Source: an optimization exercise on an open RTL-to-GDS flow (aim: small area, a short achievable clock period and few clock cycles). Production flows keep margins and buffers that such runs may drop. Function was checked by simulation only, so behaviour that the tests miss may differ from the original. Power and IR drop assume default switching activity.

== oak ==
## matrix3_add_mul_commutator_top
module matrix3_add_mul_commutator_top (
  input  logic                     clk,
  input  logic                     rst,
  input  logic                     cfg_we,
  input  logic [m3c_pkg::OP_W-1:0] cfg_wdata,
  input  logic                     cmd_valid,
  output logic                     cmd_stall,
  input  m3c_pkg::cmd_word_t       cmd_data,
  output logic                     res_valid,
  input  logic                     res_stall,
  output m3c_pkg::res_word_t       res_data
);
Size: about 3,800 cells after synthesis, about 85 I/O pins.
clock: 9.0 ns
lec_check: 0
abc_clock_period_in_ps: 3500
cap_margin: 20
core_margin: 2
core_utilization: 55
setup_slack_margin: 5
slew_margin: 20
standard.sh (not shown) runs the stock make flow with config.mk's settings and CLKGATE_MAP_FILE= SYNTH_SCRIPT=/design/flow/synth_recipe.tcl, a recipe that flattens the netlist after the stock synthesis.
==> flow/flow/run.sh <==
#!/bin/bash
# The standard layout, with timing repair aimed at a shorter period than the constraint's
# (the constraint itself is unchanged) and port buffers of a stronger cell.
set -euo pipefail
bash standard.sh SETUP_SLACK_MARGIN=6 "BUFFER_PORTS_ARGS=-buffer_cell sky130_fd_sc_hd__buf_4" finish > orfs_make.log 2>&1
Testbench counts of oak, summed over its fixed seeds: cycles 8,901.
The following lists how pine was set up differently from oak:
Settings: CORE_UTILIZATION now 40, was 55.
==> flow/flow/run.sh <==
#!/bin/bash
# The standard layout, with timing repair aimed at a shorter period than the constraint's
# (the constraint itself is unchanged), port buffers of a stronger cell, and a clock tree with
# larger sink clusters and no dummy loads.
set -euo pipefail
bash standard.sh SETUP_SLACK_MARGIN=6 "BUFFER_PORTS_ARGS=-buffer_cell sky130_fd_sc_hd__buf_4" \
  "CTS_ARGS=-sink_clustering_enable -repair_clock_nets -dont_use_dummy_load -sink_clustering_size 25 -sink_clustering_max_diameter 150" \
  finish > orfs_make.log 2>&1
[summary]
- Of pine and oak, the lower synthesis-to-finish area growth belongs to pine.
- Comparing pine with oak, the achievable frequency came out essentially unchanged.
- Relative to oak, post-cts resize count has increased by 1 in pine.
- Delta (pine minus oak): met1 layer wirelength in the final routing has decreased; final critical-path required period now smaller; design area decreased 3.8%.
Inputs modified between pine and birch:
==> flow/flow/run.sh <==
#!/bin/bash
# The standard layout, with timing repair aimed at a shorter period than the constraint's
# (the constraint itself is unchanged), port buffers of a stronger cell, and a clock tree with
# larger sink clusters and no dummy loads.
set -euo pipefail
bash standard.sh SETUP_SLACK_MARGIN=6 "BUFFER_PORTS_ARGS=-buffer_cell sky130_fd_sc_hd__buf_4" \
  "CTS_ARGS=-sink_clustering_enable -repair_clock_nets -dont_use_dummy_load -sink_clustering_size 20 -sink_clustering_max_diameter 120" \
  finish > orfs_make.log 2>&1
[summary]
- On wire length, pine and birch are basically level.
- Headroom to the max-slew limit, pine and birch, lower one = birch.
- The run showing the smaller sequential share of layout area is birch.
- Diff pine -> birch: count of clock buffers in the final design has increased, met2 global-route usage has decreased, routed wire length per instance has remained practically unchanged, buffer depth of the longest clock path has remained practically unchanged, synthesized net count has remained practically unchanged.
- Of pine and birch, the higher clock power share belongs to birch.

10-22:
matrix3_add_mul_commutator_top again, from the RTL that the note above started with.
clock: 9.0 ns
lec_check: 0
abc_clock_period_in_ps: 3500
cap_margin: 20
core_margin: 2
core_utilization: 65
setup_slack_margin: 5
slew_margin: 20
==> flow/flow/run.sh <==
#!/bin/bash
# The standard layout, with timing repair aimed at a shorter period than the constraint's
# (the constraint itself is unchanged), port buffers of a stronger cell, and a clock tree with
# larger sink clusters and no dummy loads.
set -euo pipefail
bash standard.sh SETUP_SLACK_MARGIN=6 "BUFFER_PORTS_ARGS=-buffer_cell sky130_fd_sc_hd__buf_4" \
  "CTS_ARGS=-sink_clustering_enable -repair_clock_nets -dont_use_dummy_load -sink_clustering_size 25 -sink_clustering_max_diameter 150" \
  finish > orfs_make.log 2>&1
Testbench counts of 10-22, summed over its fixed seeds: cycles 8,901.
[inputs] 06-18 vs 10-22
- CORE_UTILIZATION now 55, was 65
Results
06-18 vs 10-22, start point of the critical path: mtwo[2]$_DFF_P_ vs mone[3]$_DFF_P_
The floorplan die height in 06-18 is 1.09 times that in 10-22.
06-18 — final area 0.59% higher, 10-22 as reference
On footprint of the multi-input gates, 06-18 and 10-22 are neck and neck.

port drivers added, routing unchanged:
In the flow no input, the clock included, has a driving cell. The finished layouts below were timed again as built, in two steps. Step 1: set_driving_cell puts a clkbuf_16 on clk and a buf_2 on each other input, an assumption about the parent block. Step 2, shift: input delay + t, output delay - t, t = (earliest + latest rising clock arrival at the registers) / 2. This alone moves slack from input paths to output paths. Three values: ideal, step 1, step 2; two values: the first two.
run	shift t [ns]	slack for setup (ns)	hold WS [ns]	pins driven straight from the clock port
oak	0.740	5.958 / 5.888 / 5.554	0.321 / 0.321 / 0.321	1
pine	0.706	5.964 / 5.931 / 5.518	0.319 / 0.319 / 0.319	1
birch	0.704	5.917 / 5.917 / 5.458	0.305 / 0.305 / 0.305	1
10-22	0.675	5.951 / 5.951 / 5.563	0.312 / 0.312 / 0.312	1
06-18	0.674	5.967 / 5.930 / 5.504	0.329 / 0.329 / 0.329	1
After both steps every run listed still meets setup and hold. The setup slack of 06-18, which loses most, moves by -0.037 ns with the drivers and by -0.463 ns with both steps.
